Context: an optimization exercise on an open-source flow, tuned for small area, a short achievable clock period and few clock cycles per item. The choices shown serve that exercise and are no tape-out recipe.
Function was checked by simulation only, so behaviour that the tests miss may differ from the original.
No activity file was given, so power comes from the tool's default toggle rates.

### run.sh
#!/bin/bash
# synth_recipe.tcl (not shown) runs the flow's synth.tcl, then flattens the netlist and writes it again
# the make line also repeats each setting of config.mk as NAME=value (left out here)
make -C /OpenROAD-flow-scripts/flow DESIGN_CONFIG=/design/flow/config.mk WORK_HOME=/design/flow/orfs CLKGATE_MAP_FILE= SYNTH_SCRIPT=/design/flow/synth_recipe.tcl finish
### config.mk
export PLATFORM = sky130hd
export DESIGN_NAME = dhcp_top
export DESIGN_NICKNAME = dhcp_top
export VERILOG_FILES = /design/flow/design.v
export SDC_FILE = /design/flow/constraint.sdc
export NUM_CORES = 4
export LEC_CHECK = 0
export CAP_MARGIN = 20
export CORE_MARGIN = 2
export CORE_UTILIZATION = 50
export PLACE_DENSITY = 0.6
export SLEW_MARGIN = 20
export SYNTH_HIERARCHICAL = 1
export SYNTH_MEMORY_MAX_BITS = 8192
### constraint.sdc
create_clock -name core_clock -period 7.0 [get_ports {clk}]
set_input_delay 1.4000 -clock core_clock [delete_from_list [all_inputs] [get_ports {clk}]]
set_output_delay 1.4000 -clock core_clock [all_outputs]
set_load 0.01 [all_outputs]
### design.v
package dhcp_pkg;
    localparam int BUF_ADDR_W = 9;                  
    localparam int BUF_BANK_W = 2;                  
    typedef logic [BUF_ADDR_W-1:0] buf_addr_t;
    typedef logic [7:0]            byte_t;
    typedef logic [31:0]           ip_addr_t;
    typedef logic [47:0]           mac_addr_t;
    localparam buf_addr_t PARTIAL_THRESHOLD = 9'd8;   
    localparam buf_addr_t XID_OFFSET        = 9'd4;   
    localparam logic [15:0] DHCP_SERVER_PORT = 16'd67;
    localparam ip_addr_t    BROADCAST_IP     = 32'hFFFF_FFFF;
    localparam int CTRL_ACCEPT_BIT    = 0;          
    localparam int CTRL_TRANSMIT_BIT  = 4;          
    localparam int CTRL_IP_TOGGLE_BIT = 7;          
    typedef enum logic [4:0] {
        REG_CONTROL   = 5'd0,
        REG_BANK      = 5'd1,
        REG_TX_LEN_LO = 5'd2,
        REG_TX_LEN_HI = 5'd3,
        REG_IP0       = 5'd4,
        REG_IP1       = 5'd5,
        REG_IP2       = 5'd6,
        REG_IP3       = 5'd7,
        REG_MAC0      = 5'd8,
        REG_MAC1      = 5'd9,
        REG_MAC2      = 5'd10,
        REG_MAC3      = 5'd11,
        REG_MAC4      = 5'd12,
        REG_MAC5      = 5'd13,
        REG_XID0      = 5'd16,
        REG_XID1      = 5'd17,
        REG_XID2      = 5'd18,
        REG_XID3      = 5'd19
    } reg_addr_e;
    typedef enum logic [1:0] {
        TX_RESULT_NONE     = 2'd0,
        TX_RESULT_ACCEPTED = 2'd1
    } tx_result_e;
    typedef struct packed {
        logic  write_strobe;
        byte_t port_id;                             
        byte_t data;
    } host_bus_t;
    typedef struct packed {
        logic  start;
        byte_t data;
        logic  valid;
        logic  last;
    } udp_rx_t;
    typedef struct packed {
        logic        start;
        byte_t       data;
        logic        valid;
        logic        last;
        buf_addr_t   length;
        ip_addr_t    dst_ip;
        logic [15:0] dst_port;
    } udp_tx_t;
    typedef struct packed {
        logic     accepting;
        logic     partial_done;
        ip_addr_t xid;                              
    } rx_status_t;
endpackage
`timescale 1ns/10ps
module udp_rx_capture (
    input  logic                  clk,
    input  logic                  reset,
    input  dhcp_pkg::udp_rx_t     rx_in,
    input  logic                  accept_cmd,
    input  logic                  transmitting,
    output dhcp_pkg::rx_status_t  rx_status,
    output dhcp_pkg::buf_addr_t   rx_addr,
    output logic                  rx_write,
    output logic                  rx_active,
    output logic                  armed
);
    logic                start_q;           
    logic                start_edge;
    logic                going_to_accept;   
    logic                accepting;
    logic                partial_done;
    dhcp_pkg::ip_addr_t  xid;
    dhcp_pkg::buf_addr_t xid_idx;
    logic                xid_byte;
    assign start_edge      = rx_in.start && !start_q;
    assign going_to_accept = armed && start_edge && !transmitting;
    assign rx_active       = going_to_accept || accepting;
    assign rx_write        = rx_active && rx_in.valid;    
    assign xid_idx  = rx_addr - dhcp_pkg::XID_OFFSET;
    assign xid_byte = (rx_addr >= dhcp_pkg::XID_OFFSET) &&
                      (rx_addr < dhcp_pkg::XID_OFFSET + 9'd4);
    always_ff @(posedge clk) begin
        if (reset) begin
            start_q      <= 1'b0;
            armed        <= 1'b0;
            accepting    <= 1'b0;
            partial_done <= 1'b0;
            rx_addr      <= '0;
            xid          <= '0;
        end else begin
            start_q <= rx_in.start;
            if (accept_cmd)
                armed <= 1'b1;
            else if (start_edge && !transmitting)
                armed <= 1'b0;
            if (going_to_accept && !rx_in.last)
                accepting <= 1'b1;
            else if (accepting && rx_in.last && rx_in.valid)
                accepting <= 1'b0;
            if (!accepting || armed)
                partial_done <= 1'b0;
            else if (rx_addr == dhcp_pkg::PARTIAL_THRESHOLD && rx_in.valid)
                partial_done <= 1'b1;
            if (!rx_active)
                rx_addr <= '0;                             
            else if (rx_in.valid)
                rx_addr <= rx_addr + 9'd1;
            if (rx_write && xid_byte)
                xid[xid_idx[1:0]*8 +: 8] <= rx_in.data;    
        end
    end
    always_comb begin
        rx_status.accepting    = accepting;
        rx_status.partial_done = partial_done;
        rx_status.xid          = xid;
    end
endmodule
`timescale 1ns/10ps
module buf_rd_aoi3 (
    input  logic [2:0]          sel,
    input  dhcp_pkg::byte_t     d0,
    input  dhcp_pkg::byte_t     d1,
    input  dhcp_pkg::byte_t     d2,
    output dhcp_pkg::byte_t     y_n
);
    assign y_n = ~((d0 & {8{sel[0]}}) | (d1 & {8{sel[1]}}) | (d2 & {8{sel[2]}}));
endmodule
module buf_row_decode (
    input  logic                  en,
    input  dhcp_pkg::buf_addr_t   addr,
    output logic [511:0]          row
);
    logic [15:0] lo;
    logic [31:0] hi;
    always_comb begin
        lo = '0;
        hi = '0;
        lo[addr[3:0]] = en;
        hi[addr[8:4]] = 1'b1;
    end
    for (genvar i = 0; i < 512; i++) begin : g
        assign row[i] = lo[i % 16] & hi[i / 16];
    end
endmodule
module buf_rd_reduce #(
    parameter int N = 171
) (
    input  logic [N-1:0][7:0]   part_n,
    output dhcp_pkg::byte_t     rd_data
);
    always_comb begin
        rd_data = '0;
        for (int i = 0; i < N; i++)
            rd_data = rd_data | ~part_n[i];
    end
endmodule
module packet_buffer (
    input  logic                  clk,
    input  logic                  wr_en,
    input  dhcp_pkg::buf_addr_t   wr_addr,
    input  dhcp_pkg::byte_t       wr_data,
    input  dhcp_pkg::buf_addr_t   rd_addr,
    output dhcp_pkg::byte_t       rd_data       
);
    localparam int DEPTH  = 1 << dhcp_pkg::BUF_ADDR_W;
    localparam int NGROUP = (DEPTH + 2) / 3;        
    logic [DEPTH-1:0]          row_we;
    logic [3*NGROUP-1:0]       row_rd;
    logic [3*NGROUP-1:0][7:0]  q;
    logic [NGROUP-1:0][7:0]    part_n;
    buf_row_decode wr_decode (
        .en   (wr_en),
        .addr (wr_addr),
        .row  (row_we)
    );
    buf_row_decode rd_decode (
        .en   (1'b1),
        .addr (rd_addr),
        .row  (row_rd[DEPTH-1:0])
    );
    assign row_rd[3*NGROUP-1:DEPTH] = '0;
    assign q[3*NGROUP-1:DEPTH]      = '0;
    for (genvar i = 0; i < DEPTH; i++) begin : row
        dhcp_pkg::byte_t mem;
        always_ff @(posedge clk) begin
            if (row_we[i])
                mem <= wr_data;
        end
        assign q[i] = mem;
    end
    for (genvar g = 0; g < NGROUP; g++) begin : grp
        buf_rd_aoi3 aoi (
            .sel (row_rd[3*g +: 3]),
            .d0  (q[3*g]),
            .d1  (q[3*g+1]),
            .d2  (q[3*g+2]),
            .y_n (part_n[g])
        );
    end
    buf_rd_reduce #(.N(NGROUP)) reduce (
        .part_n  (part_n),
        .rd_data (rd_data)
    );
endmodule
`timescale 1ns/10ps
module host_regs (
    input  logic                               clk,
    input  logic                               reset,
    input  dhcp_pkg::host_bus_t                host,
    input  dhcp_pkg::mac_addr_t                mac_address,
    input  logic                               do_dhcp,
    input  dhcp_pkg::rx_status_t               rx_status,
    input  logic                               armed,
    input  logic                               transmitting,
    input  dhcp_pkg::byte_t                    buf_rd_data,    
    output logic                               accept_cmd,
    output logic                               transmit_cmd,
    output dhcp_pkg::buf_addr_t                tx_len_p1,      
    output logic [dhcp_pkg::BUF_BANK_W-1:0]    bank,
    output dhcp_pkg::ip_addr_t                 ip_address,
    output logic                               ip_address_valid,
    output dhcp_pkg::byte_t                    rd_data
);
    logic                reg_write;
    logic [4:0]          reg_sel;
    logic                control_write;
    logic                dhcp_seen;        
    dhcp_pkg::byte_t     status;
    dhcp_pkg::byte_t     reg_mux;
    dhcp_pkg::buf_addr_t tx_length;        
    dhcp_pkg::buf_addr_t new_length;
    assign reg_write     = host.write_strobe && !host.port_id[7];
    assign reg_sel       = host.port_id[4:0];     
    assign control_write = reg_write && (reg_sel == dhcp_pkg::REG_CONTROL);
    assign accept_cmd   = control_write && host.data[dhcp_pkg::CTRL_ACCEPT_BIT];
    assign transmit_cmd = control_write && host.data[dhcp_pkg::CTRL_TRANSMIT_BIT];
    assign status = {ip_address_valid, dhcp_seen, 1'b0, transmitting,
                     1'b0, rx_status.partial_done, rx_status.accepting, armed};
    assign tx_length = tx_len_p1 - 9'd1;
    always_comb begin
        new_length = tx_length;
        if (reg_sel == dhcp_pkg::REG_TX_LEN_LO)
            new_length[7:0] = host.data;
        else
            new_length[8]   = host.data[0];         
    end
    always_ff @(posedge clk) begin
        if (reset) begin
            tx_len_p1        <= 9'd1;
            bank             <= '0;
            ip_address       <= '0;
            ip_address_valid <= 1'b0;
            dhcp_seen        <= 1'b0;
        end else begin
            if (do_dhcp)
                dhcp_seen <= 1'b1;
            if (control_write && host.data[dhcp_pkg::CTRL_IP_TOGGLE_BIT])
                ip_address_valid <= ~ip_address_valid;
            if (reg_write) begin
                case (reg_sel)
                    dhcp_pkg::REG_BANK:      bank              <= host.data[dhcp_pkg::BUF_BANK_W-1:0];
                    dhcp_pkg::REG_TX_LEN_LO,
                    dhcp_pkg::REG_TX_LEN_HI: tx_len_p1         <= new_length + 9'd1;
                    dhcp_pkg::REG_IP0:       ip_address[7:0]   <= host.data;
                    dhcp_pkg::REG_IP1:       ip_address[15:8]  <= host.data;
                    dhcp_pkg::REG_IP2:       ip_address[23:16] <= host.data;
                    dhcp_pkg::REG_IP3:       ip_address[31:24] <= host.data;
                    default: ;                                
                endcase
            end
        end
    end
    always_comb begin
        case (reg_sel)
            dhcp_pkg::REG_CONTROL:   reg_mux = status;
            dhcp_pkg::REG_BANK:      reg_mux = {{(8-dhcp_pkg::BUF_BANK_W){1'b0}}, bank};
            dhcp_pkg::REG_TX_LEN_LO: reg_mux = tx_length[7:0];
            dhcp_pkg::REG_TX_LEN_HI: reg_mux = {7'd0, tx_length[8]};
            dhcp_pkg::REG_IP0:       reg_mux = ip_address[7:0];
            dhcp_pkg::REG_IP1:       reg_mux = ip_address[15:8];
            dhcp_pkg::REG_IP2:       reg_mux = ip_address[23:16];
            dhcp_pkg::REG_IP3:       reg_mux = ip_address[31:24];
            dhcp_pkg::REG_MAC0:      reg_mux = mac_address[47:40];
            dhcp_pkg::REG_MAC1:      reg_mux = mac_address[39:32];
            dhcp_pkg::REG_MAC2:      reg_mux = mac_address[31:24];
            dhcp_pkg::REG_MAC3:      reg_mux = mac_address[23:16];
            dhcp_pkg::REG_MAC4:      reg_mux = mac_address[15:8];
            dhcp_pkg::REG_MAC5:      reg_mux = mac_address[7:0];
            dhcp_pkg::REG_XID0:      reg_mux = rx_status.xid[7:0];
            dhcp_pkg::REG_XID1:      reg_mux = rx_status.xid[15:8];
            dhcp_pkg::REG_XID2:      reg_mux = rx_status.xid[23:16];
            dhcp_pkg::REG_XID3:      reg_mux = rx_status.xid[31:24];
            default:                 reg_mux = 8'h00;     
        endcase
    end
    always_ff @(posedge clk) begin
        rd_data <= host.port_id[7] ? buf_rd_data : reg_mux;
    end
endmodule
`timescale 1ns/10ps
module udp_tx_stream (
    input  logic                  clk,
    input  logic                  reset,
    input  logic                  transmit_cmd,
    input  dhcp_pkg::buf_addr_t   tx_len_p1,      
    input  dhcp_pkg::tx_result_e  tx_result,
    input  logic                  ready,
    input  dhcp_pkg::byte_t       buf_rd_data,    
    output dhcp_pkg::udp_tx_t     tx_out,
    output dhcp_pkg::buf_addr_t   tx_addr,
    output logic                  transmitting
);
    logic            start_req;    
    logic            reading;      
    logic            valid;
    logic            last;
    dhcp_pkg::byte_t data;
    logic            stall;        
    dhcp_pkg::buf_addr_t addr_inc;
    logic            fetch_last;
    assign stall      = valid && !ready;
    assign addr_inc   = tx_addr + 9'd1;
    assign fetch_last = (addr_inc == tx_len_p1);
    always_ff @(posedge clk) begin
        if (reset) begin
            start_req    <= 1'b0;
            transmitting <= 1'b0;
            reading      <= 1'b0;
            valid        <= 1'b0;
        end else begin
            if (transmit_cmd)
                start_req <= 1'b1;
            else if (start_req && tx_result == dhcp_pkg::TX_RESULT_ACCEPTED)
                start_req <= 1'b0;
            if (transmit_cmd)
                transmitting <= 1'b1;
            else if (valid && ready && last)
                transmitting <= 1'b0;    
            if (transmit_cmd)
                reading <= 1'b1;
            else if (!stall && fetch_last)
                reading <= 1'b0;
            if (!stall)
                valid <= reading;
        end
    end
    always_ff @(posedge clk) begin
        if (transmit_cmd)
            tx_addr <= '0;
        else if (reading && !stall)
            tx_addr <= addr_inc;
        if (!stall) begin
            data <= buf_rd_data;
            last <= fetch_last;
        end
    end
    always_comb begin
        tx_out.start    = start_req;
        tx_out.data     = data;
        tx_out.valid    = valid;
        tx_out.last     = last;
        tx_out.length   = tx_len_p1;
        tx_out.dst_ip   = dhcp_pkg::BROADCAST_IP;
        tx_out.dst_port = dhcp_pkg::DHCP_SERVER_PORT;
    end
endmodule
`timescale 1ns/10ps
module dhcp_top (
    input  logic         clk,
    input  logic         reset,
    input  logic         udp_in_start,
    input  logic [7:0]   udp_in_data,
    input  logic         udp_in_valid,
    input  logic         udp_in_last,
    input  logic         udp_out_ready,
    input  logic [1:0]   udp_out_result,
    output logic         udp_out_start,
    output logic [7:0]   udp_out_data,
    output logic         udp_out_valid,
    output logic         udp_out_last,
    output logic [8:0]   udp_out_length,
    output logic [31:0]  udp_out_dst_ip,
    output logic [15:0]  udp_out_dst_port,
    input  logic         host_write_strobe,
    input  logic [7:0]   host_port_id,
    input  logic [7:0]   host_data,
    output logic [7:0]   host_rd_data,
    input  logic [47:0]  mac_address,
    input  logic         do_dhcp,
    output logic [31:0]  ip_address,
    output logic         ip_address_valid
);
    dhcp_pkg::udp_rx_t                 udp_in;
    dhcp_pkg::udp_tx_t                 udp_out;
    dhcp_pkg::host_bus_t               host;
    dhcp_pkg::tx_result_e              udp_result;
    logic                              accept_cmd;
    logic                              transmit_cmd;
    dhcp_pkg::buf_addr_t               tx_len_p1;
    logic [dhcp_pkg::BUF_BANK_W-1:0]   bank;
    dhcp_pkg::rx_status_t              rx_status;
    dhcp_pkg::buf_addr_t               rx_addr;
    logic                              rx_write;
    logic                              rx_active;
    logic                              armed;
    dhcp_pkg::buf_addr_t               tx_addr;
    logic                              transmitting;
    dhcp_pkg::byte_t                   buf_rd_data;    
    dhcp_pkg::buf_addr_t               host_addr;
    logic                              host_write;
    logic                              wr_en;
    dhcp_pkg::buf_addr_t               wr_addr;
    dhcp_pkg::byte_t                   wr_data;
    dhcp_pkg::buf_addr_t               rd_addr;
    assign udp_in.start      = udp_in_start;
    assign udp_in.data       = udp_in_data;
    assign udp_in.valid      = udp_in_valid;
    assign udp_in.last       = udp_in_last;
    assign host.write_strobe = host_write_strobe;
    assign host.port_id      = host_port_id;
    assign host.data         = host_data;
    assign udp_result        = dhcp_pkg::tx_result_e'(udp_out_result);
    assign udp_out_start     = udp_out.start;
    assign udp_out_data      = udp_out.data;
    assign udp_out_valid     = udp_out.valid;
    assign udp_out_last      = udp_out.last;
    assign udp_out_length    = udp_out.length;
    assign udp_out_dst_ip    = udp_out.dst_ip;
    assign udp_out_dst_port  = udp_out.dst_port;
    udp_rx_capture rx_capture_inst (
        .clk          (clk),
        .reset        (reset),
        .rx_in        (udp_in),
        .accept_cmd   (accept_cmd),
        .transmitting (transmitting),
        .rx_status    (rx_status),
        .rx_addr      (rx_addr),
        .rx_write     (rx_write),
        .rx_active    (rx_active),
        .armed        (armed)
    );
    assign host_addr  = {bank, host.port_id[6:0]};
    assign host_write = host.write_strobe && host.port_id[7] && !rx_active && !transmitting;
    assign wr_en      = rx_write || host_write;
    assign wr_addr    = rx_active ? rx_addr : host_addr;
    assign wr_data    = rx_active ? udp_in.data : host.data;
    assign rd_addr    = transmitting ? tx_addr : host_addr;
    packet_buffer packet_buffer_inst (
        .clk          (clk),
        .wr_en        (wr_en),
        .wr_addr      (wr_addr),
        .wr_data      (wr_data),
        .rd_addr      (rd_addr),
        .rd_data      (buf_rd_data)
    );
    host_regs host_regs_inst (
        .clk              (clk),
        .reset            (reset),
        .host             (host),
        .mac_address      (mac_address),
        .do_dhcp          (do_dhcp),
        .rx_status        (rx_status),
        .armed            (armed),
        .transmitting     (transmitting),
        .buf_rd_data      (buf_rd_data),
        .accept_cmd       (accept_cmd),
        .transmit_cmd     (transmit_cmd),
        .tx_len_p1        (tx_len_p1),
        .bank             (bank),
        .ip_address       (ip_address),
        .ip_address_valid (ip_address_valid),
        .rd_data          (host_rd_data)
    );
    udp_tx_stream tx_stream_inst (
        .clk          (clk),
        .reset        (reset),
        .transmit_cmd (transmit_cmd),
        .tx_len_p1    (tx_len_p1),
        .tx_result    (udp_result),
        .ready        (udp_out_ready),
        .buf_rd_data  (buf_rd_data),
        .tx_out       (udp_out),
        .tx_addr      (tx_addr),
        .transmitting (transmitting)
    );
endmodule
==> results of run 1 <==
## critical path, stage by stage
cell and delay (ps):
clkdlybuf4s50_1 480, mux2_2 460, inv_1 180, ha_1 320, o21bai_1 190, a21oi_1 320
o21bai_4 610, buf_12 300, nor2_1 190, a222oi_1 570, nand4_1 440, nor4_1 700
buf_4 220, nand4_1 480, buf_4 350, or3_1 430, nand2_1 110, o21ai_0 110
## cells by family after synthesis
group	synth area share
flops	0.809
simple gates	0.0619
compound gates	0.0997
buf+inv	0.0217
xor+xnor	0.00254
mux	0.00323
fa+ha+maj	0.00137
other cells	0.0000968
## cells in the final DEF, fill, tap and decap left out, types with 50 or more instances in the layout
cell type / netlist / layout
nor3_1: 205 / 175
clkinv_2: 0 / 67
nor2_1: 941 / 934
clkbuf_1: 121 / 81
nand2_1: 153 / 153
dfxtp_1: 111 / 110
clkinv_1: 0 / 106
clkbuf_16: 0 / 424
nand3_1: 87 / 87
a21oi_1: 50 / 50
buf_4: 66 / 541
a222oi_1: 1369 / 1369
conb_1: 4 / 62
nand4_1: 364 / 364
nor4_1: 88 / 77
edfxtp_1: 4105 / 4105
buf_12: 1 / 71
clkdlybuf4s50_1: 0 / 141
## registers in the layout (all words and copies together), names as in the netlist, 2 cells and up
register	cells
host_regs_inst.bank	2
packet_buffer_inst.row.mem	4096
rx_capture_inst.rx_addr	9
host_regs_inst.tx_len_p1	9
host_regs_inst.rd_data	8
tx_stream_inst.data	8
tx_stream_inst.tx_addr	9
host_regs_inst.ip_address	32
rx_capture_inst.xid	32
## Yosys stat by module, one instance, submodules excluded, a selection
module          area [µm²]  flops+latches
udp_tx_stream         1580             22
packet_buffer       123000           4096
udp_rx_capture        1780             45
buf_row_decode        3310              0
host_regs             3350             53
dhcp_top               380              0
## power by group
group	internal (mW)	leakage [nW]	switching (mW)
Clock	13.0	6.73	9.59
Sequential	27.7	37.8	0.0257
Combinational	0.327	10.9	1.13
Total	41.0	55.4	10.7
## final cells by class
class	instances	area, µm²
fillers	23000	130000
multi-input cells	3762	27100
inverters	33	124
well taps	4120	5150
clock buffers	512	11000
flip-flops and latches	4216	125000
repair buffers	759	7000
diodes	26	65.1
clock inverters	261	2910
## metal layers
| layer | GRT usage | vias up | wire [µm] |
|---|---|---|---|
| li1 | - | 38300 | - |
| met1 | 0.433 | 48500 | 187000 |
| met2 | 0.477 | 7229 | 230000 |
| met3 | 0.0776 | 1050 | 64900 |
| met4 | 0.144 | 12 | 26800 |
| met5 | 0 | - | 80 |
## path summary, 6_finish.rpt
path	to	slack, ps	cells past startpoint
hold reg to reg	host_regs_inst.dhcp_seen	470	2
setup / recovery	host_regs_inst.rd_data[7]	-70	18
hold / removal	host_regs_inst.dhcp_seen	470	2
setup reg to reg	host_regs_inst.rd_data[7]	150	17
## timing repair
action,in CTS,in global routing
resized for setup,0,4
endpoints found under the setup margin,0,6
endpoints found under the hold margin,0,0
## per-stage QoR
| step | cell area, µm² | hold slack [ps] | std cells | power [mW] |
|---|---|---|---|---|
| final | 179000 | 472 | 13700 | 51.7 |
| after global routing | 179000 | 495 | 13700 | 52.9 |
| after CTS | 179000 | 476 | 13700 | 51.9 |
| after detailed placement | 165000 | 455 | 12900 | 29.7 |
| after global placement | 165000 | 454 | 12900 | 29.6 |
| after floorplan | 155000 | 431 | 8650 | 28.8 |
==> reports/results.tsv, run 1 <==
stage	metric	value	unit
outcome	outcome	finished with violations	
outcome	so.violations	setup timing	
cts	cts_tree	yes	
cts	cts_max_level	5	
detailed_routing	routed_via_density	6.95	
critical_path	worstPathArrival	7930	ps
global_routing	track_usage	0.315	
die	die_h	561	µm
final_layout	final_core_util	0.580	
logic_synthesis	synth_area_per_cell	18.0	µm²
sta	finalHoldViolations	0	
sta	setup_slack	-69.8	ps
sta	slew_violations	0	
logic_synthesis	netlist_instances	8592	
power_and_ir_drop	power.density	289	nW/µm²
sta	worst-slew-pin-transition	1300	ps
detailed_routing	drt_pass1_iterations	14	
worst_hold_path	hp-start	host_regs_inst.dhcp_seen	
cts	clk_latency	990	ps
place	place_hpwl	339	mm
sta	setup_viol	3	
critical_path	worstSetupPathType	in -> reg	
detailed_routing	drc	0	
cts	cts_setup_buffers	0	
logic_synthesis	synth_edf_count	4105	
cts	clock_sinks	4216	
global_routing	antenna_found_initial	30	
critical_path	crit_start	host_port_id[4]	
die	coreArea	309000	µm²
cts	clockBufferDepth	4	
sta	layout_worst_path_cycle_share	1.01	
detailed_routing	dr_total_vias	95100	
detailed_routing	drt_iter0_markers	21600	
logic_synthesis	ys_ff_latch	4216	
sta	finalCriticalPeriod	7070	ps
cts	path_clk_slew	60	ps
job	cap_viol_max_count	0	
global_routing	grt_pass1_vias	90300	
critical_path	cp_max_fo	15	
detailed_routing	wl	509	mm
logic_synthesis	yosysTopAreaCellShare	0.795	
critical_path	endpoint_kind	register	
logic_synthesis	yosys.area.top_type	edfxtp_1	
logic_synthesis	yosysMostFrequentCell	edfxtp_1	
die	initial_utilization	0.502	
place	numPortBuffers	142	
logic_synthesis	ys.flop_type	edfxtp_1	
sta	skew	66.2	ps
detailed_routing	routedWlPerCell	37.1	µm
place	post-place-ws	-790	ps
die	dieWidth	561	µm
critical_path	critPathLaunchType	input port	
die	io_pins	191	
final_layout	drive_gt1_frac	0.144	
sta	relSlewSlack	0.133	
cts	root_buffer	clkbuf_16	
power_and_ir_drop	ir_drop	257	µV
logic_synthesis	synth-seq-area-share	0.809	
place	place.gp.congestion	0.947	
logic_synthesis	netlist_top_cells_count	4105 x edfxtp_1, 1369 x a222oi_1, 941 x nor2_1	
logic_synthesis	synthArstFlopShare	0	
critical_path	rr_startpoint	tx_stream_inst.transmitting	
cts	numCtsBuffers	423	
logic_synthesis	ys.warnings.count	12	
die	placementRows	204	
sta	setup_tns	-107	ps
global_routing	overflow	0	
power_and_ir_drop	leakagePower	55.4	nW
die	die-area	315000	µm²
global_routing	grt_pass1_wl	700	mm
worst_hold_path	min_path_type	reg -> reg	
logic_synthesis	ys_types	92	
logic_synthesis	synthTopCellsByArea	edfxtp_1 80%, a222oi_1 8.8%, nor2_1 2.3%	
sta	fmax	0.141	GHz
cts	postCtsHoldBufs	0	
global_routing	grt_max_degree	139	
sta	rsz0062_at_grt	false	
critical_path	cp_data_required_time	7860	ps
detailed_routing	drtAntennaViolNets	0	
final_layout	area_delta_synth_final	15.4	%
logic_synthesis	syn_area	155000	µm²
final_layout	final_nets	9294	
Testbench counts, summed over its fixed seeds: cycles 79,664, tx bytes 35,447.
==> run 2, diff against run 1 <==
--- a/design.v
+++ b/design.v
@@ -137,21 +137,59 @@
     assign y_n = ~((d0 & {8{sel[0]}}) | (d1 & {8{sel[1]}}) | (d2 & {8{sel[2]}}));
 endmodule
-module buf_row_decode (
+module buf_predecode (
     input  logic                  en,
     input  dhcp_pkg::buf_addr_t   addr,
-    output logic [511:0]          row
+    output logic [15:0]           lo_n,
+    output logic [31:0]           hi_n
 );
-    logic [15:0] lo;
-    logic [31:0] hi;
-    always_comb begin
-        lo = '0;
-        hi = '0;
-        lo[addr[3:0]] = en;
-        hi[addr[8:4]] = 1'b1;
+    for (genvar k = 0; k < 16; k++) begin : g_lo
+        assign lo_n[k] = !(en && (addr[3:0] == 4'(k)));
     end
+    for (genvar k = 0; k < 32; k++) begin : g_hi
+        assign hi_n[k] = !(addr[8:4] == 5'(k));
+    end
+endmodule
+module buf_rd_predecode (
+    input  logic                  sel_tx,
+    input  dhcp_pkg::buf_addr_t   tx_addr,
+    input  dhcp_pkg::buf_addr_t   host_addr,
+    output logic [15:0]           lo_n,
+    output logic [31:0]           hi_n
+);
+    for (genvar k = 0; k < 16; k++) begin : g_lo
+        assign lo_n[k] = !(sel_tx ? (tx_addr[3:0] == 4'(k)) : (host_addr[3:0] == 4'(k)));
+    end
+    for (genvar k = 0; k < 32; k++) begin : g_hi
+        assign hi_n[k] = !(sel_tx ? (tx_addr[8:4] == 5'(k)) : (host_addr[8:4] == 5'(k)));
+    end
+endmodule
+module buf_row_gate (
+    input  logic [15:0]           lo_n,
+    input  logic [31:0]           hi_n,
+    output logic [511:0]          row
+);
     for (genvar i = 0; i < 512; i++) begin : g
-        assign row[i] = lo[i % 16] & hi[i / 16];
+        assign row[i] = !(lo_n[i % 16] || hi_n[i / 16]);
     end
 endmodule
+module buf_row_decode (
+    input  logic                  en,
+    input  dhcp_pkg::buf_addr_t   addr,
+    output logic [511:0]          row
+);
+    logic [15:0] lo_n;
+    logic [31:0] hi_n;
+    buf_predecode pre (
+        .en   (en),
+        .addr (addr),
+        .lo_n (lo_n),
+        .hi_n (hi_n)
+    );
+    buf_row_gate gate (
+        .lo_n (lo_n),
+        .hi_n (hi_n),
+        .row  (row)
+    );
+endmodule
 module buf_rd_reduce #(
     parameter int N = 171
@@ -171,6 +209,9 @@
     input  dhcp_pkg::buf_addr_t   wr_addr,
     input  dhcp_pkg::byte_t       wr_data,
-    input  dhcp_pkg::buf_addr_t   rd_addr,
-    output dhcp_pkg::byte_t       rd_data       
+    input  logic                  rd_sel_tx,    
+    input  dhcp_pkg::buf_addr_t   tx_addr,
+    input  dhcp_pkg::buf_addr_t   host_addr,
+    output dhcp_pkg::byte_t       rd_data,      
+    output dhcp_pkg::byte_t       head          
 );
     localparam int DEPTH  = 1 << dhcp_pkg::BUF_ADDR_W;
@@ -185,7 +226,16 @@
         .row  (row_we)
     );
-    buf_row_decode rd_decode (
-        .en   (1'b1),
-        .addr (rd_addr),
+    logic [15:0] rd_lo_n;
+    logic [31:0] rd_hi_n;
+    buf_rd_predecode rd_pre (
+        .sel_tx    (rd_sel_tx),
+        .tx_addr   (tx_addr),
+        .host_addr (host_addr),
+        .lo_n      (rd_lo_n),
+        .hi_n      (rd_hi_n)
+    );
+    buf_row_gate rd_gate (
+        .lo_n (rd_lo_n),
+        .hi_n (rd_hi_n),
         .row  (row_rd[DEPTH-1:0])
     );
@@ -200,4 +250,5 @@
         assign q[i] = mem;
     end
+    assign head = q[0];
     for (genvar g = 0; g < NGROUP; g++) begin : grp
         buf_rd_aoi3 aoi (
@@ -318,17 +369,20 @@
     input  logic                  ready,
     input  dhcp_pkg::byte_t       buf_rd_data,    
+    input  dhcp_pkg::byte_t       buf_head,       
     output dhcp_pkg::udp_tx_t     tx_out,
     output dhcp_pkg::buf_addr_t   tx_addr,
     output logic                  transmitting
 );
-    logic            start_req;    
-    logic            reading;      
-    logic            valid;
-    logic            last;
-    dhcp_pkg::byte_t data;
-    logic            stall;        
+    logic                start_req;    
+    logic                reading;      
+    logic                valid;
+    logic                last;
+    dhcp_pkg::byte_t     data;
+    logic                stall;        
+    logic                single;       
     dhcp_pkg::buf_addr_t addr_inc;
-    logic            fetch_last;
+    logic                fetch_last;
     assign stall      = valid && !ready;
+    assign single     = (tx_len_p1 == 9'd1);
     assign addr_inc   = tx_addr + 9'd1;
     assign fetch_last = (addr_inc == tx_len_p1);
@@ -349,8 +403,10 @@
                 transmitting <= 1'b0;    
             if (transmit_cmd)
-                reading <= 1'b1;
+                reading <= !single;
             else if (!stall && fetch_last)
                 reading <= 1'b0;
-            if (!stall)
+            if (transmit_cmd)
+                valid <= 1'b1;
+            else if (!stall)
                 valid <= reading;
         end
@@ -358,8 +414,11 @@
     always_ff @(posedge clk) begin
         if (transmit_cmd)
-            tx_addr <= '0;
+            tx_addr <= 9'd1;
         else if (reading && !stall)
             tx_addr <= addr_inc;
-        if (!stall) begin
+        if (transmit_cmd) begin
+            data <= buf_head;
+            last <= single;
+        end else if (!stall) begin
             data <= buf_rd_data;
             last <= fetch_last;
@@ -423,5 +482,5 @@
     dhcp_pkg::buf_addr_t               wr_addr;
     dhcp_pkg::byte_t                   wr_data;
-    dhcp_pkg::buf_addr_t               rd_addr;
+    dhcp_pkg::byte_t                   buf_head;
     assign udp_in.start      = udp_in_start;
     assign udp_in.data       = udp_in_data;
@@ -456,5 +515,4 @@
     assign wr_addr    = rx_active ? rx_addr : host_addr;
     assign wr_data    = rx_active ? udp_in.data : host.data;
-    assign rd_addr    = transmitting ? tx_addr : host_addr;
     packet_buffer packet_buffer_inst (
         .clk          (clk),
@@ -462,6 +520,9 @@
         .wr_addr      (wr_addr),
         .wr_data      (wr_data),
-        .rd_addr      (rd_addr),
-        .rd_data      (buf_rd_data)
+        .rd_sel_tx    (transmitting),
+        .tx_addr      (tx_addr),
+        .host_addr    (host_addr),
+        .rd_data      (buf_rd_data),
+        .head         (buf_head)
     );
     host_regs host_regs_inst (
@@ -491,4 +552,5 @@
         .ready        (udp_out_ready),
         .buf_rd_data  (buf_rd_data),
+        .buf_head     (buf_head),
         .tx_out       (udp_out),
         .tx_addr      (tx_addr),
==> flow/run.sh (new file) <==
#!/bin/bash
# Standard ORFS layout, step by step. Timing repair before placement runs
# without a setup margin (nets are not yet buffered, so every memory write
# path would look late); from clock tree synthesis on, repair aims for the
# margin below, i.e. a shorter clock period than the design's.
set -euo pipefail
cd "$(dirname "$0")/.."
MARGIN=${MARGIN:-3.0}
bash standard.sh synth                                   > synth.log 2>&1
bash standard.sh floorplan                               > floorplan.log 2>&1
bash standard.sh place                                   > place.log 2>&1
bash standard.sh SETUP_SLACK_MARGIN=$MARGIN cts          > cts.log 2>&1
bash standard.sh SETUP_SLACK_MARGIN=$MARGIN grt          > grt.log 2>&1
bash standard.sh route                                   > route.log 2>&1
bash standard.sh finish                                  > finish.log 2>&1
==> standard.sh (new file) <==
#!/bin/bash
# synth_recipe.tcl (not shown) runs the flow's synth.tcl, then flattens the netlist and writes it again
# the make line also repeats each setting of config.mk as NAME=value (left out here)
make -C /OpenROAD-flow-scripts/flow DESIGN_CONFIG=/design/flow/config.mk WORK_HOME=/design/flow/orfs CLKGATE_MAP_FILE= SYNTH_SCRIPT=/design/flow/synth_recipe.tcl "${@:-finish}"
--- a/config.mk
+++ b/config.mk
@@ -6,9 +6,13 @@
 export NUM_CORES = 4
 export LEC_CHECK = 0
+export ABC_CLOCK_PERIOD_IN_PS = 3000
 export CAP_MARGIN = 20
 export CORE_MARGIN = 2
-export CORE_UTILIZATION = 50
-export PLACE_DENSITY = 0.6
+export CORE_UTILIZATION = 40
+export CTS_CLUSTER_DIAMETER = 100
+export CTS_CLUSTER_SIZE = 30
+export PLACE_DENSITY = 0.5
 export SLEW_MARGIN = 20
 export SYNTH_HIERARCHICAL = 1
 export SYNTH_MEMORY_MAX_BITS = 8192
+export TNS_END_PERCENT = 5
removed: run.sh
==> reports/results.tsv, run 2 <==
stage	metric	value	unit	change
critical_path	endpoint_kind	register		unchanged
cts	postCtsHoldBufs	0		unchanged
cts	path_clk_slew	110	ps	was 60 ps
sta	layout_worst_path_cycle_share	0.726		was 1.01
die	placementRows	229		was 204
final_layout	area_delta_synth_final	9.92	%	was 15.4%
global_routing	antenna_found_initial	22		was 30
sta	relSlewSlack	0.124		was 0.133
logic_synthesis	ys.warnings.count	11		was 12
cts	cts_tree	yes		unchanged
detailed_routing	routed_via_density	6.49		was 6.95
critical_path	critPathLaunchType	register		was input port
detailed_routing	dr_total_vias	90700		was 95100
power_and_ir_drop	leakagePower	51.0	nW	was 55.4 nW
final_layout	fill_cells	33400		was 23000
critical_path	timing.critical_path.max_delay_family	simple AND/OR/NAND/NOR gates		unchanged
global_routing	grt_pass1_wl	703	mm	was 700 mm
final_layout	final_nets	8786		was 9294
critical_path	cp_data_required_time	7720	ps	was 7860 ps
logic_synthesis	netlist_top_cells_count	4105 x edfxtp_1, 1369 x a222oi_1, 1075 x nor2_1		was 4105 x edfxtp_1, 1369 x a222oi_1, 941 x nor2_1
power_and_ir_drop	ir_drop	203	µV	was 257 µV
logic_synthesis	synthArstFlopShare	0		unchanged
sta	setup_tns	0	ps	was -107 ps
final_layout	largest_reg_flops	4096		unchanged
place	place_hpwl	318	mm	was 339 mm
sta	rsz0062_at_grt	true		was false
critical_path	cp_max_fo	13		was 15
final_layout	multi_input_area	27800	µm²	was 27100 µm²
logic_synthesis	ys_types	93		was 92
final_layout	seqCellArea	126000	µm²	was 125000 µm²
sta	worst-slew-pin-transition	1310	ps	was 1300 ps
detailed_routing	routedWlPerCell	37.0	µm	was 37.1 µm
sta	finalCriticalPeriod	5080	ps	was 7070 ps
detailed_routing	drt_pass1_iterations	9		was 14
logic_synthesis	synth-seq-area-share	0.803		was 0.809
place	place.gp.congestion	0.909		was 0.947
critical_path	worstSetupPathType	reg -> reg		was in -> reg
final_layout	fin_cells	14000		was 13700
critical_path	path_depth	15		was 18
final_layout	reg_top3	packet_buffer_inst.row.mem (4096), host_regs_inst.ip_address (32), rx_capture_inst.xid (32)		unchanged
cts	numCtsBuffers	169		was 423
critical_path	worstRegToRegCells	15		was 17
outcome	outcome	no timing/DRC/antenna violations		was finished with violations
critical_path	max_stage_delay	580	ps	was 700 ps
place	dp.cells	13500		was 12900
detailed_routing	drtAntennaViolNets	0		unchanged
logic_synthesis	ys.flop_type	edfxtp_1		unchanged
die	coreArea	389000	µm²	was 309000 µm²
sta	setup_viol	0		was 3
detailed_routing	wl	517	mm	was 509 mm
logic_synthesis	synthTopCellsByArea	edfxtp_1 79%, a222oi_1 8.8%, nor2_1 2.6%		was edfxtp_1 80%, a222oi_1 8.8%, nor2_1 2.3%
cts	cts_max_level	4		was 5
final_layout	drive_gt1_frac	0.128		was 0.144
worst_hold_path	min_path_type	reg -> reg		unchanged
sta	slew_violations	0		unchanged
sta	fmax	0.197	GHz	was 0.141 GHz
logic_synthesis	syn_area	156000	µm²	was 155000 µm²
cts	clk_latency	960	ps	was 990 ps
die	die-area	396000	µm²	was 315000 µm²
logic_synthesis	synth_area_per_cell	18.3	µm²	was 18.0 µm²
power_and_ir_drop	fin_total_pwr	41.3	mW	was 51.7 mW
critical_path	cpMaxStageDelayCell	a222oi_1		was nor4_1
die	die_h	629	µm	was 561 µm
global_routing	grt_max_degree	126		was 139
critical_path	worstPathArrival	5800	ps	was 7930 ps
die	io_pins	191		unchanged
detailed_routing	drt_iter0_markers	19600		was 21600
final_layout	final_common_cell	edfxtp_1		unchanged
sta	finalHoldViolations	0		unchanged
critical_path	cp_num_buf_inv	6		was 5
global_routing	grt_pass1_vias	85500		was 90300
critical_path	crit_chain	buf_12 -> buf_16 -> nor3b_4 -> a22oi_2 -> buf_6 -> buf_12 -> nor2_1 -> a222oi_1 -> nand4_1 -> nor4_4 -> buf_4 -> nand4_1 -> buf_4 -> or3_4 -> mux2_2		was clkdlybuf4s50_1 -> mux2_2 -> inv_1 -> ha_1 -> o21bai_1 -> a21oi_1 -> o21bai_4 -> buf_12 -> nor2_1 -> a222oi_1 -> nand4_1 -> nor4_1 -> buf_4 -> nand4_1 -> buf_4 -> or3_1 -> nand2_1 -> o21ai_0
cts	clockBufferDepth	4		unchanged
logic_synthesis	netlist_instances	8525		was 8592
final_layout	top_register	packet_buffer_inst.row.mem		unchanged
job	cap_viol_max_count	0		unchanged
cts	root_buffer	clkbuf_16		unchanged
logic_synthesis	yosysMostFrequentCell	edfxtp_1		unchanged
logic_synthesis	yosysTopAreaCellShare	0.789		was 0.795
final_layout	layout_common_cells	4105 x edfxtp_1, 1369 x a222oi_1, 961 x nor2_1		was 4105 x edfxtp_1, 1369 x a222oi_1, 934 x nor2_1
worst_hold_path	hold_depth	2		unchanged
sta	skew	77.9	ps	was 66.2 ps
global_routing	overflow	0		unchanged
cts	clock_sinks	4216		unchanged
logic_synthesis	synth_edf_count	4105		unchanged
die	initial_utilization	0.402		was 0.502
logic_synthesis	ys_ff_latch	4216		unchanged
detailed_routing	drc	0		unchanged
place	numPortBuffers	142		unchanged
global_routing	track_usage	0.252		was 0.315
power_and_ir_drop	power.density	241	nW/µm²	was 289 nW/µm²
die	dieWidth	629	µm	was 561 µm
logic_synthesis	yosys.area.top_type	edfxtp_1		unchanged
## run 2: cell count changes after synthesis, sizes merged, moves of 12 or more
cell,previous run,this run
nand3,88,62
o22ai,13,48
nor2,944,1106
clkbuf,467,381
nor3,206,27
inv,33,11
and3b,3,15
buf,172,317
nand2b,25,7
nand2,155,107
o21bai,16,0
nor2b,7,20
## run 2: worst reg2reg max path, cell delays in order, from the launching register on
cell      delay, ps
dfxtp_4         440
buf_12          160
buf_16          150
nor3b_4         210
a22oi_2         190
buf_6           150
buf_12          230
nor2_1          230
a222oi_1        580
nand4_1         270
nor4_4          530
buf_4           220
nand4_1         500
buf_4           350
or3_4           370
mux2_2          270
## run 2: report_power, final
group | total [mW] | switching [mW] | internal, mW
Clock | 12.2 | 7.61 | 4.63
Sequential | 27.7 | 0.0556 | 27.7
Combinational | 1.35 | 1.01 | 0.339
Total | 41.3 | 8.68 | 32.6
## run 2: metal layers
layer	vias up	routed length, µm	GRT usage
met4	4	20400	0.0901
li1	36700	-	-
met5	-	28	0
met3	688	49500	0.0402
met2	5455	243000	0.402
met1	47800	204000	0.350
## run 2: modules after synthesis (local to each module, per instance), a selection
| module | area (µm²) | times used | cells inside |
|---|---|---|---|
| buf_row_gate | 3230 | 2 | 624 |
| udp_rx_capture | 1750 | 1 | 158 |
| udp_tx_stream | 1760 | 1 | 192 |
| dhcp_top | 277 | 1 | 21 |
| buf_predecode | 380 | 1 | 75 |
| buf_rd_predecode | 933 | 1 | 114 |
| packet_buffer | 123000 | 1 | 4097 |
| host_regs | 3350 | 1 | 446 |
| buf_rd_aoi3 | 90.1 | 171 | 10 |
## run 2: area by class of cell
cell class | count | share of cell area
well taps | 5197 | 0.0379
clock buffers | 188 | 0.0254
inverters | 11 | 0.000277
repair buffers | 643 | 0.0412
flip-flops and latches | 4216 | 0.731
clock inverters | 36 | 0.00228
diodes | 15 | 0.000219
multi-input cells | 3655 | 0.162
## run 2: final timing paths
kind / endpoint / startpoint / slack [ps]
hold / removal: host_regs_inst.dhcp_seen / host_regs_inst.dhcp_seen / 490
setup reg to reg: tx_stream_inst.data[7] / tx_stream_inst.transmitting / 1920
hold reg to reg: host_regs_inst.dhcp_seen / host_regs_inst.dhcp_seen / 490
setup / recovery: tx_stream_inst.data[7] / tx_stream_inst.transmitting / 1920
## run 2: kinds of logic after synthesis
group | share of synthesized area
AND/OR/NAND/NOR | 0.0600
adder cells (fa/ha/maj) | 0.000641
AO/OA/AOI/OAI | 0.0978
buffers and inverters | 0.0328
XOR/XNOR | 0.00218
other | 0.0000721
flip-flops | 0.803
multiplexers | 0.00329
## run 2: per-stage QoR
step	area, µm²	hold slack (ps)	setup slack (ps)	utilization
after global placement	163000	456	-479	0.419
final	172000	488	1920	0.442
after detailed placement	163000	465	-459	0.419
after global routing	172000	513	2030	0.442
after floorplan	156000	431	694	-
after CTS	171000	492	2120	0.439
## run 2: timing repair
item                                    4_1_cts  5_1_grt
endpoints found under the setup margin     4116     3969
pin swaps                                   166      102
setup buffers                               129       45
resized for setup                           310      154
gates cloned                                 16        2
Testbench counts of run 2, summed over its fixed seeds: cycles 79,519, tx bytes 35,447.
==> run 3, diff against run 2 <==
--- a/design.v
+++ b/design.v
@@ -137,4 +137,11 @@
     assign y_n = ~((d0 & {8{sel[0]}}) | (d1 & {8{sel[1]}}) | (d2 & {8{sel[2]}}));
 endmodule
+module buf_rd_nand1 (
+    input  logic                sel,
+    input  dhcp_pkg::byte_t     d0,
+    output dhcp_pkg::byte_t     y_n
+);
+    assign y_n = ~(d0 & {8{sel}});
+endmodule
 module buf_predecode (
     input  logic                  en,
@@ -150,18 +157,4 @@
     end
 endmodule
-module buf_rd_predecode (
-    input  logic                  sel_tx,
-    input  dhcp_pkg::buf_addr_t   tx_addr,
-    input  dhcp_pkg::buf_addr_t   host_addr,
-    output logic [15:0]           lo_n,
-    output logic [31:0]           hi_n
-);
-    for (genvar k = 0; k < 16; k++) begin : g_lo
-        assign lo_n[k] = !(sel_tx ? (tx_addr[3:0] == 4'(k)) : (host_addr[3:0] == 4'(k)));
-    end
-    for (genvar k = 0; k < 32; k++) begin : g_hi
-        assign hi_n[k] = !(sel_tx ? (tx_addr[8:4] == 5'(k)) : (host_addr[8:4] == 5'(k)));
-    end
-endmodule
 module buf_row_gate (
     input  logic [15:0]           lo_n,
@@ -192,6 +185,28 @@
     );
 endmodule
+module buf_rd_decode (
+    input  logic                  sel_tx,
+    input  dhcp_pkg::buf_addr_t   tx_addr,
+    input  dhcp_pkg::buf_addr_t   host_addr,
+    output logic [63:0]           row,           
+    output logic [7:0]            grp            
+);
+    logic [3:0]  bk_n;
+    logic [15:0] lo_n;
+    for (genvar k = 0; k < 4; k++) begin : g_bk
+        assign bk_n[k] = !(sel_tx ? (tx_addr[8:7] == 2'(k)) : (host_addr[8:7] == 2'(k)));
+    end
+    for (genvar k = 0; k < 16; k++) begin : g_lo
+        assign lo_n[k] = !(sel_tx ? (tx_addr[3:0] == 4'(k)) : (host_addr[3:0] == 4'(k)));
+    end
+    for (genvar k = 0; k < 8; k++) begin : g_grp
+        assign grp[k] = sel_tx ? (tx_addr[6:4] == 3'(k)) : (host_addr[6:4] == 3'(k));
+    end
+    for (genvar i = 0; i < 64; i++) begin : g
+        assign row[i] = !(bk_n[i / 16] || lo_n[i % 16]);
+    end
+endmodule
 module buf_rd_reduce #(
-    parameter int N = 171
+    parameter int N = 22
 ) (
     input  logic [N-1:0][7:0]   part_n,
@@ -209,16 +224,19 @@
     input  dhcp_pkg::buf_addr_t   wr_addr,
     input  dhcp_pkg::byte_t       wr_data,
+    input  logic                  rd_load,
     input  logic                  rd_sel_tx,    
     input  dhcp_pkg::buf_addr_t   tx_addr,
     input  dhcp_pkg::buf_addr_t   host_addr,
-    output dhcp_pkg::byte_t       rd_data,      
-    output dhcp_pkg::byte_t       head          
+    output logic [7:0][7:0]       grp_data,     
+    output dhcp_pkg::byte_t       rd_data       
 );
-    localparam int DEPTH  = 1 << dhcp_pkg::BUF_ADDR_W;
-    localparam int NGROUP = (DEPTH + 2) / 3;        
+    localparam int DEPTH = 1 << dhcp_pkg::BUF_ADDR_W;
     logic [DEPTH-1:0]          row_we;
-    logic [3*NGROUP-1:0]       row_rd;
-    logic [3*NGROUP-1:0][7:0]  q;
-    logic [NGROUP-1:0][7:0]    part_n;
+    logic [63:0]               row_rd;
+    logic [7:0]                grp;
+    logic [7:0]                grp_q;
+    logic [DEPTH-1:0][7:0]     q;
+    logic [7:0][21:0][7:0]     part_n;
+    logic [7:0][7:0]           grp_rd;
     buf_row_decode wr_decode (
         .en   (wr_en),
@@ -226,20 +244,11 @@
         .row  (row_we)
     );
-    logic [15:0] rd_lo_n;
-    logic [31:0] rd_hi_n;
-    buf_rd_predecode rd_pre (
+    buf_rd_decode rd_decode (
         .sel_tx    (rd_sel_tx),
         .tx_addr   (tx_addr),
         .host_addr (host_addr),
-        .lo_n      (rd_lo_n),
-        .hi_n      (rd_hi_n)
-    );
-    buf_row_gate rd_gate (
-        .lo_n (rd_lo_n),
-        .hi_n (rd_hi_n),
-        .row  (row_rd[DEPTH-1:0])
+        .row       (row_rd),
+        .grp       (grp)
     );
-    assign row_rd[3*NGROUP-1:DEPTH] = '0;
-    assign q[3*NGROUP-1:DEPTH]      = '0;
     for (genvar i = 0; i < DEPTH; i++) begin : row
         dhcp_pkg::byte_t mem;
@@ -250,18 +259,35 @@
         assign q[i] = mem;
     end
-    assign head = q[0];
-    for (genvar g = 0; g < NGROUP; g++) begin : grp
-        buf_rd_aoi3 aoi (
-            .sel (row_rd[3*g +: 3]),
-            .d0  (q[3*g]),
-            .d1  (q[3*g+1]),
-            .d2  (q[3*g+2]),
-            .y_n (part_n[g])
+    for (genvar g = 0; g < 8; g++) begin : grpn
+        for (genvar k = 0; k < 21; k++) begin : a3
+            buf_rd_aoi3 aoi (
+                .sel (row_rd[3*k +: 3]),
+                .d0  (q[((3*k)   / 16) * 128 + g * 16 + (3*k)   % 16]),
+                .d1  (q[((3*k+1) / 16) * 128 + g * 16 + (3*k+1) % 16]),
+                .d2  (q[((3*k+2) / 16) * 128 + g * 16 + (3*k+2) % 16]),
+                .y_n (part_n[g][k])
+            );
+        end
+        buf_rd_nand1 a1 (
+            .sel (row_rd[63]),
+            .d0  (q[3 * 128 + g * 16 + 15]),
+            .y_n (part_n[g][21])
+        );
+        buf_rd_reduce #(.N(22)) reduce (
+            .part_n  (part_n[g]),
+            .rd_data (grp_rd[g])
         );
     end
-    buf_rd_reduce #(.N(NGROUP)) reduce (
-        .part_n  (part_n),
-        .rd_data (rd_data)
-    );
+    always_ff @(posedge clk) begin
+        if (rd_load) begin
+            grp_data <= grp_rd;
+            grp_q    <= grp;
+        end
+    end
+    always_comb begin
+        rd_data = '0;
+        for (int g = 0; g < 8; g++)
+            rd_data = rd_data | (grp_data[g] & {8{grp_q[g]}});
+    end
 endmodule
 `timescale 1ns/10ps
@@ -275,5 +301,5 @@
     input  logic                               armed,
     input  logic                               transmitting,
-    input  dhcp_pkg::byte_t                    buf_rd_data,    
+    input  logic [7:0][7:0]                    grp_data,       
     output logic                               accept_cmd,
     output logic                               transmit_cmd,
@@ -292,4 +318,7 @@
     dhcp_pkg::buf_addr_t tx_length;        
     dhcp_pkg::buf_addr_t new_length;
+    dhcp_pkg::byte_t     reg_rd_q;
+    logic                reg_sel_q;        
+    logic [7:0]          grp_sel_q;        
     assign reg_write     = host.write_strobe && !host.port_id[7];
     assign reg_sel       = host.port_id[4:0];     
@@ -357,5 +386,13 @@
     end
     always_ff @(posedge clk) begin
-        rd_data <= host.port_id[7] ? buf_rd_data : reg_mux;
+        reg_rd_q  <= reg_mux;
+        reg_sel_q <= !host.port_id[7];
+        for (int g = 0; g < 8; g++)
+            grp_sel_q[g] <= host.port_id[7] && (host.port_id[6:4] == 3'(g));
+    end
+    always_comb begin
+        rd_data = reg_rd_q & {8{reg_sel_q}};
+        for (int g = 0; g < 8; g++)
+            rd_data = rd_data | (grp_data[g] & {8{grp_sel_q[g]}});
     end
 endmodule
@@ -369,20 +406,18 @@
     input  logic                  ready,
     input  dhcp_pkg::byte_t       buf_rd_data,    
-    input  dhcp_pkg::byte_t       buf_head,       
+    output logic                  rd_load,        
     output dhcp_pkg::udp_tx_t     tx_out,
     output dhcp_pkg::buf_addr_t   tx_addr,
     output logic                  transmitting
 );
-    logic                start_req;    
-    logic                reading;      
-    logic                valid;
-    logic                last;
-    dhcp_pkg::byte_t     data;
-    logic                stall;        
-    logic                single;       
+    logic            start_req;    
+    logic            reading;      
+    logic            valid;
+    logic            last;
+    logic            stall;        
     dhcp_pkg::buf_addr_t addr_inc;
-    logic                fetch_last;
+    logic            fetch_last;
     assign stall      = valid && !ready;
-    assign single     = (tx_len_p1 == 9'd1);
+    assign rd_load    = !stall;
     assign addr_inc   = tx_addr + 9'd1;
     assign fetch_last = (addr_inc == tx_len_p1);
@@ -403,10 +438,8 @@
                 transmitting <= 1'b0;    
             if (transmit_cmd)
-                reading <= !single;
+                reading <= 1'b1;
             else if (!stall && fetch_last)
                 reading <= 1'b0;
-            if (transmit_cmd)
-                valid <= 1'b1;
-            else if (!stall)
+            if (!stall)
                 valid <= reading;
         end
@@ -414,18 +447,13 @@
     always_ff @(posedge clk) begin
         if (transmit_cmd)
-            tx_addr <= 9'd1;
+            tx_addr <= '0;
         else if (reading && !stall)
             tx_addr <= addr_inc;
-        if (transmit_cmd) begin
-            data <= buf_head;
-            last <= single;
-        end else if (!stall) begin
-            data <= buf_rd_data;
+        if (!stall)
             last <= fetch_last;
-        end
     end
     always_comb begin
         tx_out.start    = start_req;
-        tx_out.data     = data;
+        tx_out.data     = buf_rd_data;
         tx_out.valid    = valid;
         tx_out.last     = last;
@@ -482,5 +510,7 @@
     dhcp_pkg::buf_addr_t               wr_addr;
     dhcp_pkg::byte_t                   wr_data;
-    dhcp_pkg::byte_t                   buf_head;
+    logic [7:0][7:0]                   buf_grp_data;
+    logic                              tx_rd_load;
+    logic                              buf_rd_load;
     assign udp_in.start      = udp_in_start;
     assign udp_in.data       = udp_in_data;
@@ -515,4 +545,5 @@
     assign wr_addr    = rx_active ? rx_addr : host_addr;
     assign wr_data    = rx_active ? udp_in.data : host.data;
+    assign buf_rd_load = !transmitting || tx_rd_load;
     packet_buffer packet_buffer_inst (
         .clk          (clk),
@@ -520,9 +551,10 @@
         .wr_addr      (wr_addr),
         .wr_data      (wr_data),
+        .rd_load      (buf_rd_load),
         .rd_sel_tx    (transmitting),
         .tx_addr      (tx_addr),
         .host_addr    (host_addr),
-        .rd_data      (buf_rd_data),
-        .head         (buf_head)
+        .grp_data     (buf_grp_data),
+        .rd_data      (buf_rd_data)
     );
     host_regs host_regs_inst (
@@ -535,5 +567,5 @@
         .armed            (armed),
         .transmitting     (transmitting),
-        .buf_rd_data      (buf_rd_data),
+        .grp_data         (buf_grp_data),
         .accept_cmd       (accept_cmd),
         .transmit_cmd     (transmit_cmd),
@@ -552,5 +584,5 @@
         .ready        (udp_out_ready),
         .buf_rd_data  (buf_rd_data),
-        .buf_head     (buf_head),
+        .rd_load      (tx_rd_load),
         .tx_out       (udp_out),
         .tx_addr      (tx_addr),
--- a/flow/run.sh
+++ b/flow/run.sh
@@ -6,5 +6,5 @@
 set -euo pipefail
 cd "$(dirname "$0")/.."
-MARGIN=${MARGIN:-3.0}
+MARGIN=${MARGIN:-3.5}
 bash standard.sh synth                                   > synth.log 2>&1
 bash standard.sh floorplan                               > floorplan.log 2>&1
==> reports/results.tsv, run 3 <==
stage	metric	value	unit	change
final_layout	layout_common_cells	4169 x edfxtp_1, 1355 x a222oi_1, 345 x nand4_1		was 4105 x edfxtp_1, 1369 x a222oi_1, 961 x nor2_1
final_layout	fill_cells	32900		was 33400
power_and_ir_drop	p_int	33.3	mW	was 32.6 mW
sta	layout_worst_path_cycle_share	0.564		was 0.726
detailed_routing	routedWlPerCell	40.1	µm	was 37.0 µm
cts	path_clk_slew	110	ps	about the same
die	dieWidth	628	µm	was 629 µm
cts	numCtsBuffers	170		was 169
sta	relSlewSlack	0.229		was 0.124
logic_synthesis	ys.warnings.count	11		unchanged
final_layout	drive_gt1_frac	0.162		was 0.128
place	place_hpwl	304	mm	was 318 mm
critical_path	rr_startpoint	tx_stream_inst.transmitting		unchanged
sta	finalHoldViolations	0		unchanged
power_and_ir_drop	seq_power_share	0.668		was 0.671
logic_synthesis	netlist_instances	8096		was 8525
critical_path	worstPathArrival	4600	ps	was 5800 ps
final_layout	largest_reg_flops	4096		unchanged
sta	fmax	0.253	GHz	was 0.197 GHz
die	io_pins	191		unchanged
power_and_ir_drop	power.density	241	nW/µm²	about the same
worst_hold_path	hold_depth	2		unchanged
logic_synthesis	yosysMostFrequentCell	edfxtp_1		unchanged
sta	finalCriticalPeriod	3950	ps	was 5080 ps
die	placementRows	229		unchanged
logic_synthesis	yosysTopAreaCellShare	0.803		was 0.789
sta	worst-slew-pin-transition	1150	ps	was 1310 ps
detailed_routing	routed_via_density	6.64		was 6.49
detailed_routing	drc	0		unchanged
final_layout	area_delta_synth_final	12.7	%	was 9.92%
job	cap_viol_max_count	0		unchanged
final_layout	top_register	packet_buffer_inst.row.mem		unchanged
global_routing	grt_pass1_vias	84600		was 85500
detailed_routing	drt_pass1_iterations	12		was 9
place	numPortBuffers	142		unchanged
worst_hold_path	min_path_type	reg -> reg		unchanged
final_layout	reg_top3	packet_buffer_inst.row.mem (4096), packet_buffer_inst.grp_data (64)		was packet_buffer_inst.row.mem (4096), host_regs_inst.ip_address (32), rx_capture_inst.xid (32)
critical_path	endpoint_kind	register		unchanged
cts	clock_sinks	4289		was 4216
global_routing	grt_pass1_wl	729	mm	was 703 mm
detailed_routing	drtAntennaViolNets	0		unchanged
cts	cts_tree	yes		unchanged
worst_hold_path	hold_path_end	host_regs_inst.ip_address[14]		was host_regs_inst.dhcp_seen
critical_path	reg2reg_to	packet_buffer_inst.grp_data[47]		was tx_stream_inst.data[7]
sta	setup_viol	0		unchanged
place	dp.cells	13200		was 13500
critical_path	worstRegToRegCells	15		unchanged
power_and_ir_drop	ir_drop	179	µV	was 203 µV
worst_hold_path	hp-start	host_regs_inst.ip_address[14]		was host_regs_inst.dhcp_seen
sta	setup_tns	0	ps	unchanged
cts	postCtsHoldBufs	0		unchanged
critical_path	reg2reg_slack	3100	ps	was 1920 ps
logic_synthesis	ys_ff_latch	4289		was 4216
final_layout	final_nets	8553		was 8786
critical_path	worstSetupPathType	in -> reg		was reg -> reg
logic_synthesis	yosys.area.top_type	edfxtp_1		unchanged
global_routing	track_usage	0.265		was 0.252
power_and_ir_drop	leakagePower	52.4	nW	was 51.0 nW
sta	skew	47.2	ps	was 77.9 ps
logic_synthesis	synthTopCellsByArea	edfxtp_1 80%, a222oi_1 8.7%, dfxtp_1 1.5%		was edfxtp_1 79%, a222oi_1 8.8%, nor2_1 2.6%
global_routing	antenna_found_initial	47		was 22
logic_synthesis	netlist_top_cells_count	4169 x edfxtp_1, 1355 x a222oi_1, 619 x nor2_1		was 4105 x edfxtp_1, 1369 x a222oi_1, 1075 x nor2_1
place	place.gp.congestion	0.874		was 0.909
logic_synthesis	synth-seq-area-share	0.818		was 0.803
power_and_ir_drop	p_clk_frac	0.293		was 0.296
logic_synthesis	syn_area	156000	µm²	about the same
logic_synthesis	ys_types	88		was 93
global_routing	overflow	0		unchanged
logic_synthesis	synth_edf_count	4169		was 4105
die	die-area	395000	µm²	was 396000 µm²
logic_synthesis	synthArstFlopShare	0		unchanged
critical_path	critPathLaunchType	input port		was register
die	die_h	628	µm	was 629 µm
final_layout	final_common_cell	edfxtp_1		unchanged
sta	slew_violations	0		unchanged
detailed_routing	dr_total_vias	91100		was 90700
critical_path	cp_data_required_time	7650	ps	was 7720 ps
cts	cts_max_level	4		unchanged
cts	clockBufferDepth	4		unchanged
global_routing	grt_max_degree	179		was 126
final_layout	fin_cells	13700		was 14000
cts	clk_latency	940	ps	was 960 ps
detailed_routing	drt_iter0_markers	21400		was 19600
detailed_routing	wl	550	mm	was 517 mm
outcome	outcome	no timing/DRC/antenna violations		unchanged
die	coreArea	389000	µm²	about the same
cts	root_buffer	clkbuf_16		unchanged
power_and_ir_drop	power.share.combinational	0.039		was 0.033
logic_synthesis	ys.flop_type	edfxtp_1		unchanged
sta	rsz0062_at_grt	true		unchanged
critical_path	cp_max_fo	64		was 13
logic_synthesis	synth_area_per_cell	19.3	µm²	was 18.3 µm²
die	initial_utilization	0.401		was 0.402
power_and_ir_drop	swShare	0.213		was 0.210
power_and_ir_drop	p_switching	9.01	mW	was 8.68 mW
==> run 3: layer usage <==
metal  up-vias  wire (µm)  global-route usage
met5         -         97                   0
met2      6220     246000               0.403
met4        10      22100              0.0936
met3       684      63300              0.0527
met1     48300     218000               0.381
li1      36000          -                   -
==> run 3: through the flow <==
stage	util	hold WS (ps)	worst slack, ps	instance area [µm²]	total power [mW]
after floorplan	-	439	694	156000	29.4
after global placement	0.422	462	34.2	164000	30.3
after detailed placement	0.423	467	605	164000	30.3
after CTS	0.448	487	2650	174000	42.5
after global routing	0.452	506	3100	176000	43.3
final	0.452	490	3050	176000	42.4
==> run 3: how the worst max path moves through the flow <==
stage	start	to	slack (ps)	cells after the start
floorplan	udp_in_start	packet_buffer_inst.row[0].mem[5]	690	5
global placement	host_port_id[0]	packet_buffer_inst.grp_data[6]	30	11
detailed placement	host_port_id[3]	packet_buffer_inst.grp_data[61]	610	10
CTS	packet_buffer_inst.grp_data[45]	host_rd_data[5]	2650	4
global route	tx_stream_inst.transmitting	packet_buffer_inst.grp_data[47]	3100	15
finish	host_port_id[1]	packet_buffer_inst.grp_data[61]	3050	11
==> run 3: cell type report <==
cell class | instances | area, µm² | share of cell area
flip-flops and latches | 4289 | 128000 | 0.726
multi-input cells | 3223 | 27100 | 0.154
repair buffers | 759 | 9580 | 0.0545
well taps | 5197 | 6500 | 0.0370
clock buffers | 188 | 4430 | 0.0252
clock inverters | 22 | 325 | 0.00185
inverters | 19 | 77.6 | 0.000441
diodes | 23 | 57.6 | 0.000328
==> run 3: worst max-delay path: stages <==
cell,delay (ps)
buf_2,190
nor2_1,100
a32oi_4,320
buf_4,180
buf_6,170
nor3_2,90
buf_12,220
a222oi_1,550
nand4_1,510
nor4_4,580
nand4_1,210
==> run 3: per-module statistics from Yosys (local to each module, per instance), excerpt <==
| module | cells | times used | flops+latches | area [µm²] |
|---|---|---|---|---|
| buf_predecode | 75 | 1 | 0 | 380 |
| buf_rd_aoi3 | 10 | 168 | 0 | 90.1 |
| buf_rd_decode | 137 | 1 | 0 | 983 |
| buf_rd_nand1 | 9 | 8 | 0 | 35.0 |
| buf_row_gate | 624 | 1 | 0 | 3230 |
| dhcp_top | 22 | 1 | 0 | 283 |
| host_regs | 487 | 1 | 62 | 3990 |
| packet_buffer | 4216 | 1 | 4168 | 126000 |
| udp_rx_capture | 159 | 1 | 45 | 1760 |
| udp_tx_stream | 176 | 1 | 14 | 1390 |
==> run 3: repair_timing <==
item	CTS	global route
gates cloned	49	5
setup endpoints to repair	7680	4128
resized for setup	378	386
setup buffers	183	55
hold endpoints to repair	0	0
pin swaps	173	58
==> run 3: power groups by stage <==
| stage | Combinational [mW] | Sequential, mW | Clock (mW) |
|---|---|---|---|
| 4_1_cts | 1.56 | 28.3 | 12.6 |
| 2_1_floorplan | 0.583 | 28.9 | 0 |
| 3_3_place_gp | 1.39 | 28.9 | 0 |
| 6_report | 1.65 | 28.3 | 12.4 |
| 5_1_grt | 1.69 | 28.3 | 13.3 |
| 3_5_place_dp | 1.41 | 28.9 | 0 |
==> run 3: cell families after synthesis <==
logic type,synth area share
simple gates,0.0492
fa+ha+maj,0.000722
compound gates,0.0986
other cells,0.0000482
flops,0.818
mux,0.00433
xor+xnor,0.00225
buf+inv,0.0266
Testbench counts of run 3, summed over its fixed seeds: cycles 79,664, tx bytes 35,447.

## static timing again, ports no longer ideal
How much do the figures lean on ideal ports? The routed layouts below were timed once more, with nothing changed but the port constraints.
Step 1 (the two cells are an assumption about what drives the block):
set clk [get_ports {clk}]
set_driving_cell -lib_cell sky130_fd_sc_hd__clkbuf_16 $clk
set_driving_cell -lib_cell sky130_fd_sc_hd__buf_2 [delete_from_list [all_inputs] $clk]
Step 2 moves the port delays by t, midway between the first and last clock arrival at a register: inputs arrive t later, outputs are due t later. That takes back most of the time a late clock gives input paths.
Three values: no drivers, after step 1, after step 2; two values: the first two.
run | t (ns) | setup slack, ns | worst setup path at the end
run 1 | 1.067 | -0.070 / 0.003 / -1.064 | input to register
run 2 | 1.058 | 1.919 / 1.911 / 0.854 | input to register
run 3 | 1.029 | 3.050 / 3.018 / 2.111 | input to register
For run 2, which loses most, drivers alone change the setup slack by -0.008 ns; drivers and shift together by -1.065 ns.
